This design comes from an exercise in tuning for small area, a short achievable clock period and few clock cycles on the open sky130 flow, not from production work.
Where RTL was checked, it was by simulation tests only, not by an equivalence proof against the original.
No activity file was given, so power comes from the tool's default toggle rates.

oak:
// matvec_accel_top
module matvec_accel_top (
  input  logic            clk_main_a0,
  input  logic            rst_main_n_sync,
  input  logic            awvalid,
  input  axil_pkg::addr_t awaddr,
  output logic            awready,
  input  logic            wvalid,
  input  axil_pkg::word_t wdata,
  input  logic [3:0]      wstrb,
  output logic            wready,
  output logic            bvalid,
  output axil_pkg::resp_t bresp,
  input  logic            bready,
  input  logic            arvalid,
  input  axil_pkg::addr_t araddr,
  output logic            arready,
  output logic            rvalid,
  output axil_pkg::word_t rdata,
  output axil_pkg::resp_t rresp,
  input  logic            rready,
  output logic            busy
);
Size in the first run: about 6800 cells after synthesis, about 2600 flip-flops, about 150 I/O pins.
clock: 13.0 ns
lec_check: 0
abc_clock_period_in_ps: 3800
cap_margin: 20
core_margin: 2
core_utilization: 40
slew_margin: 20
standard.sh (not shown) runs the stock make flow with config.mk's settings and CLKGATE_MAP_FILE= SYNTH_SCRIPT=/design/flow/synth_recipe.tcl, a recipe that flattens the netlist after the stock synthesis.
==> flow/flow/run.sh <==
#!/bin/bash
set -euo pipefail
bash standard.sh synth > synth.log 2>&1
bash standard.sh SETUP_SLACK_MARGIN=9.2 finish > layout.log 2>&1
Here is what was changed in the inputs of pine compared with oak.
Settings: an added CTS_CLUSTER_SIZE of 30; an added CTS_CLUSTER_DIAMETER of 100.
Results
Of pine and oak, the lower worst setup margin belongs to oak. pine ended up with a lower post-detailed-routing wire length than oak did. Between oak and pine, overall power after layout decreased. Any difference in fmax between oak and pine is small enough to ignore.
No functional check of the RTL was part of any run of this note.

---

Another version of the RTL of matvec_accel_top (not shown whole).
Size in the first run: roughly 7300 cells after synthesis, ~3000 flip-flops, about 150 I/O pins, ~100000 um^2 of cells after synthesis.
==> flow/design.v (excerpt) <==
module matvec_accel_top (
  input  logic            clk_main_a0,
  input  logic            rst_main_n_sync,
  input  logic            awvalid,
  input  axil_pkg::addr_t awaddr,
  output logic            awready,
  input  logic            wvalid,
  input  axil_pkg::word_t wdata,
  input  logic [3:0]      wstrb,
  output logic            wready,
  output logic            bvalid,
  output axil_pkg::resp_t bresp,
  input  logic            bready,
  input  logic            arvalid,
  input  axil_pkg::addr_t araddr,
  output logic            arready,
  output logic            rvalid,
  output axil_pkg::word_t rdata,
  output axil_pkg::resp_t rresp,
  input  logic            rready,
  output logic            busy
);
  localparam int EW = matvec_pkg::ELEM_W;
  localparam int L  = matvec_pkg::LANES;
  localparam int D  = matvec_pkg::DEPTH;
  localparam int K1 = matvec_pkg::DIM - 2 * L;
  localparam int KL = matvec_pkg::DIM - K1;
  logic  wr_done, wr_hit_now, wr_nz_now;
  logic  data_wr;
  axil_pkg::word_t data_wdata;
  logic  data_rd;
  axil_pkg::word_t rd_word;
  logic  last_word, last_vec_word, cnt_wr;
  logic  [3:0] vec_we;
  localparam int RW = matvec_pkg::DIM * EW;
  logic [L*RW-1:0] head, tail;
  logic  start, tap;
  logic  armed, rd_hold;
  logic  spec_go, spec_a, spec_b, abort;
  logic  [3:0] ring_ph, base_m1;
  logic  sw_lo, sw_hi;
  logic  taps_on;
  logic  [3:0] ph;
  logic  v2, v3;
  logic  [2:0] g2;
  logic  last_pass;
  matvec_pkg::iter_t iter_left;
  matvec_pkg::vec_t x;
  matvec_pkg::vec_t ny, ny_d;
  logic [L*EW-1:0] y_all;
  axil_slave_port u_axil_slave_port (
    .clk_main_a0     (clk_main_a0),
    .rst_main_n_sync (rst_main_n_sync),
    .awvalid         (awvalid),
    .awaddr          (awaddr),
    .awready         (awready),
    .wvalid          (wvalid),
    .wdata           (wdata),
    .wstrb           (wstrb),
    .wready          (wready),
    .bvalid          (bvalid),
    .bresp           (bresp),
    .bready          (bready),
    .arvalid         (arvalid),
    .araddr          (araddr),
    .arready         (arready),
    .rvalid          (rvalid),
    .rdata           (rdata),
    .rresp           (rresp),
  ...
export LEC_CHECK = 0
export ABC_CLOCK_PERIOD_IN_PS = 3800
export CAP_MARGIN = 20
export CORE_MARGIN = 2
export CORE_UTILIZATION = 40
export CTS_CLUSTER_DIAMETER = 100
export CTS_CLUSTER_SIZE = 25
export SLEW_MARGIN = 20
create_clock -name core_clock -period 13.0 [get_ports {clk_main_a0}]
Scripts as last shown in full above: flow/flow/run.sh
The first run passed the timing, design-rule and antenna checks.
Testbench counts at the start, summed over its fixed seeds: cycles 34,911.
==> next run, changes <==
CORE_UTILIZATION = 50   (was 40)
After rerunning:
- The new run finished with timing, DRC and antenna clean
- final area fell slightly
- synthesized cell count is unchanged
- first-iteration DRC count rose by a few percent
==> next run, changes <==
CORE_UTILIZATION = 60   (was 50)
What happened:
- cell count drops by about 4%
- synthesized cell count is unchanged
- utilization increases by 11 points
- maximum frequency climbs by about 0.47%

---

matvec_accel_top, a different RTL version from the one above (not shown whole).
Size: ~3,000 flip-flops, about 150 I/O pins, roughly 0.10 mm^2 of cells after synthesis.
Design matvec_accel_top, start of the top module:
module matvec_accel_top (
  input  logic            clk_main_a0,
  input  logic            rst_main_n_sync,
  input  logic            awvalid,
  input  axil_pkg::addr_t awaddr,
  output logic            awready,
  input  logic            wvalid,
  input  axil_pkg::word_t wdata,
  input  logic [3:0]      wstrb,
  output logic            wready,
  output logic            bvalid,
  output axil_pkg::resp_t bresp,
  input  logic            bready,
  input  logic            arvalid,
  input  axil_pkg::addr_t araddr,
  output logic            arready,
  output logic            rvalid,
  output axil_pkg::word_t rdata,
  output axil_pkg::resp_t rresp,
  input  logic            rready,
  output logic            busy
);
  localparam int EW = matvec_pkg::ELEM_W;
  localparam int L  = matvec_pkg::LANES;
  localparam int D  = matvec_pkg::DEPTH;
  localparam int K1 = matvec_pkg::DIM - 2 * L;
  localparam int KL = matvec_pkg::DIM - K1;
  logic  wr_done, wr_hit_now, wr_nz_now;
  logic  data_wr;
  axil_pkg::word_t data_wdata;
  logic  data_rd;
  axil_pkg::word_t rd_word;
  logic  last_word, last_vec_word, cnt_wr;
  logic  [3:0] vec_we;
  localparam int RW = matvec_pkg::DIM * EW;
  logic [L*RW-1:0] head, tail;
  logic  start, tap;
  logic  armed, rd_hold;
  logic  spec_go, spec_a, spec_b, abort;
  logic  [3:0] ring_ph, base_m1;
  logic  sw_lo, sw_hi;
  logic  taps_on;
  logic  [3:0] ph;
  logic  v2, v3;
  logic  [2:0] g2;
  logic  last_pass;
  matvec_pkg::iter_t iter_left;
  matvec_pkg::vec_t x;
  matvec_pkg::vec_t ny, ny_d;
  matvec_pkg::vec_t rd_src;
  logic [L*EW-1:0] y_all;
  axil_slave_port u_axil_slave_port (
  ...
Settings: LEC_CHECK=0, ABC_CLOCK_PERIOD_IN_PS=3800, CAP_MARGIN=20, CORE_MARGIN=2, CORE_UTILIZATION=50, CTS_CLUSTER_DIAMETER=100, CTS_CLUSTER_SIZE=30, SLEW_MARGIN=20; clock period 13.0 ns.
==> flow/flow/run.sh <==
#!/bin/bash
set -euo pipefail
bash standard.sh synth > synth.log 2>&1
bash standard.sh SETUP_SLACK_MARGIN=9.2 "BUFFER_PORTS_ARGS=-buffer_cell sky130_fd_sc_hd__buf_2" finish > layout.log 2>&1
The baseline passed the timing, design-rule and antenna checks.
Testbench counts at the start, summed over its fixed seeds: cycles 34,751.
Next try:
--- a/flow/config.mk
+++ b/flow/config.mk
@@ -9,6 +9,6 @@
 export CAP_MARGIN = 20
 export CORE_MARGIN = 2
-export CORE_UTILIZATION = 50
+export CORE_UTILIZATION = 55
 export CTS_CLUSTER_DIAMETER = 100
-export CTS_CLUSTER_SIZE = 30
+export CTS_CLUSTER_SIZE = 25
 export SLEW_MARGIN = 20
The changed run finished clean; wire length increases slightly; sequential cell count is unchanged; global-route usage increases by 3.1 points.
Next try:
--- a/flow/config.mk
+++ b/flow/config.mk
@@ -9,5 +9,5 @@
 export CAP_MARGIN = 20
 export CORE_MARGIN = 2
-export CORE_UTILIZATION = 55
+export CORE_UTILIZATION = 50
 export CTS_CLUSTER_DIAMETER = 100
 export CTS_CLUSTER_SIZE = 25
After rerunning:
- die area climbs by roughly a tenth
- worst setup slack loses 0.060 ns
- power climbs slightly
- wire length drops slightly
- area after synthesis stays the same
- cell count climbs slightly
- clock skew climbs by 0.017 ns
- flip-flop and latch count does not change
- combinational power drops by a few percent
- count of clock-buffer cells in the layout drops by 2
Next try:
==> flow/flow/run.sh (replaced) <==
#!/bin/bash
set -euo pipefail
bash standard.sh synth > synth.log 2>&1
bash standard.sh SETUP_SLACK_MARGIN=9.05 "BUFFER_PORTS_ARGS=-buffer_cell sky130_fd_sc_hd__buf_2" finish > layout.log 2>&1
=> Cell area shrinks by about 0.45%; cell count barely changes; routed wire length is about the same; synthesized cell count is unchanged; hold slack gets worse by 0.020 ns; maximum frequency barely changes.

---

== job 4131 ==
matvec_accel_top, a different RTL version from the one above (not shown whole).
Size in the first run: ~7,400 cells after synthesis, ~100,000 um2 of cells after synthesis.
## matvec_accel_top
module matvec_accel_top (
  input  logic            clk_main_a0,
  input  logic            rst_main_n_sync,
  input  logic            awvalid,
  input  axil_pkg::addr_t awaddr,
  output logic            awready,
  input  logic            wvalid,
  input  axil_pkg::word_t wdata,
  input  logic [3:0]      wstrb,
  output logic            wready,
  output logic            bvalid,
  output axil_pkg::resp_t bresp,
  input  logic            bready,
  input  logic            arvalid,
  input  axil_pkg::addr_t araddr,
  output logic            arready,
  output logic            rvalid,
  output axil_pkg::word_t rdata,
  output axil_pkg::resp_t rresp,
  input  logic            rready,
  output logic            busy
);
==> flow/config.mk <==
export PLATFORM = sky130hd
export DESIGN_NAME = matvec_accel_top
export DESIGN_NICKNAME = matvec_accel_top
export VERILOG_FILES = /design/flow/design.v
export SDC_FILE = /design/flow/constraint.sdc
export NUM_CORES = 4
export LEC_CHECK = 0
export ABC_CLOCK_PERIOD_IN_PS = 3800
export CAP_MARGIN = 20
export CORE_MARGIN = 2
export CORE_UTILIZATION = 50
export CTS_CLUSTER_DIAMETER = 100
export CTS_CLUSTER_SIZE = 25
export SLEW_MARGIN = 20
==> flow/constraint.sdc <==
create_clock -name core_clock -period 13.0 [get_ports {clk_main_a0}]
set_input_delay 2.6000 -clock core_clock [delete_from_list [all_inputs] [get_ports {clk_main_a0}]]
set_output_delay 2.6000 -clock core_clock [all_outputs]
set_load 0.01 [all_outputs]
==> flow/flow/run.sh <==
#!/bin/bash
set -euo pipefail
bash standard.sh synth > synth.log 2>&1
bash standard.sh SETUP_SLACK_MARGIN=9.35 "BUFFER_PORTS_ARGS=-buffer_cell sky130_fd_sc_hd__buf_2" finish > layout.log 2>&1
Testbench counts of job 4131, summed over its fixed seeds: cycles 34,751.
--- input diff job 4131..job 6421 ---
==> flow/flow/run.sh <==
#!/bin/bash
set -euo pipefail
bash standard.sh synth > synth.log 2>&1
bash standard.sh SETUP_SLACK_MARGIN=9.05 "BUFFER_PORTS_ARGS=-buffer_cell sky130_fd_sc_hd__buf_2" finish > layout.log 2>&1
Findings:
- [compare] base=job 4131 new=job 6421: ratio of total power to cell area saw an increase; post-route cell area saw a decrease; post-synthesis share of cell area spent on and, or, nand and nor gates saw little to no change; fmax saw little to no change; area fraction of clock buffers and clock inverters saw little to no change.
- Job 6421 ended up with a lower non-clock buffer count than job 4131 did.
- Compared to job 4131, job 6421 has fraction of area in registers 0.79 points higher.
- The higher area growth from synthesis to layout came out of job 4131.
- The lower clock buffer count from CTS came out of job 6421.
[inputs] job 1547 vs job 6421
==> flow/flow/run.sh <==
#!/bin/bash
set -euo pipefail
bash standard.sh synth > synth.log 2>&1
bash standard.sh SETUP_SLACK_MARGIN=9.2 "BUFFER_PORTS_ARGS=-buffer_cell sky130_fd_sc_hd__buf_2" finish > layout.log 2>&1
Findings:
- Looking at leakage power of the design across both flows, job 1547 is the weaker of the two, with job 6421 ahead.
- Job 6421 has a higher power per standard cell area than job 1547.
- Job 1547 closes out successfully: all stages finished, all timing, DRC and antenna checks passed.
- The critical path depth in job 1547 sits 7 below the value recorded for job 6421.
- Delta (job 1547 minus job 6421): worst endpoint required time down 3280 ps, setup slack at placement increased 160 ps, count of non-CTS buffers in the layout went up.

static timing again, ports no longer ideal:
In the flow no input, the clock included, has a driving cell. The finished layouts below were timed again as built, in two steps. Step 1 assumes that a clkbuf_16 drives the clock port and a buf_2 every other input. Step 2, shift: input delay + t, output delay - t, t = (earliest + latest rising clock arrival at the registers) / 2. This alone moves slack from input paths to output paths. a / b / c = ideal / step 1 / step 2; a / b = the first two.
| run | t (ns) | setup slack, ns | hold WS [ns] | worst setup path at the end | worst slew at a driven data input, ns |
|---|---|---|---|---|---|
| oak | 0.937 | 8.956 / 8.861 / 8.282 | 0.363 / 0.363 / 0.363 | input to register | 0.05 |
| pine | 0.908 | 8.962 / 8.866 / 8.294 | 0.392 / 0.392 / 0.392 | input to register | 0.04 |
| the first run of note 2 | 0.928 | 9.045 / 8.954 / 8.323 | 0.302 / 0.302 / 0.302 | input to register | 0.05 |
| the second run of note 2 | 0.925 | 9.076 / 8.980 / 8.349 | 0.311 / 0.311 / 0.311 | input to register | 0.04 |
| the third run of note 2 | 0.912 | 9.094 / 8.998 / 8.370 | 0.319 / 0.319 / 0.319 | input to register | 0.05 |
| the first run of note 3 | 0.901 | 9.028 / 8.943 / 8.495 | 0.322 / 0.322 / 0.322 | input to register | 0.06 |
| the second run of note 3 | 0.913 | 9.084 / 8.993 / 8.367 | 0.313 / 0.313 / 0.313 | input to register | 0.07 |
| the third run of note 3 | 0.903 | 9.023 / 8.936 / 8.496 | 0.315 / 0.315 / 0.315 | input to register | 0.06 |
| the fourth run of note 3 | 0.923 | 9.034 / 8.949 / 8.437 | 0.295 / 0.295 / 0.295 | input to register | 0.05 |
| job 4131 | 0.931 | 9.057 / 8.960 / 8.386 | 0.306 / 0.306 / 0.306 | input to register | 0.04 |
| job 6421 | 0.911 | 9.059 / 8.979 / 8.309 | 0.307 / 0.307 / 0.307 | input to register | 0.04 |
| job 1547 | 0.908 | 9.043 / 8.958 / 8.466 | 0.289 / 0.289 / 0.289 | input to register | 0.06 |
After both steps every run listed still meets setup and hold. The setup slack of job 6421, which loses most, moves by -0.080 ns with the drivers and by -0.750 ns with both steps.
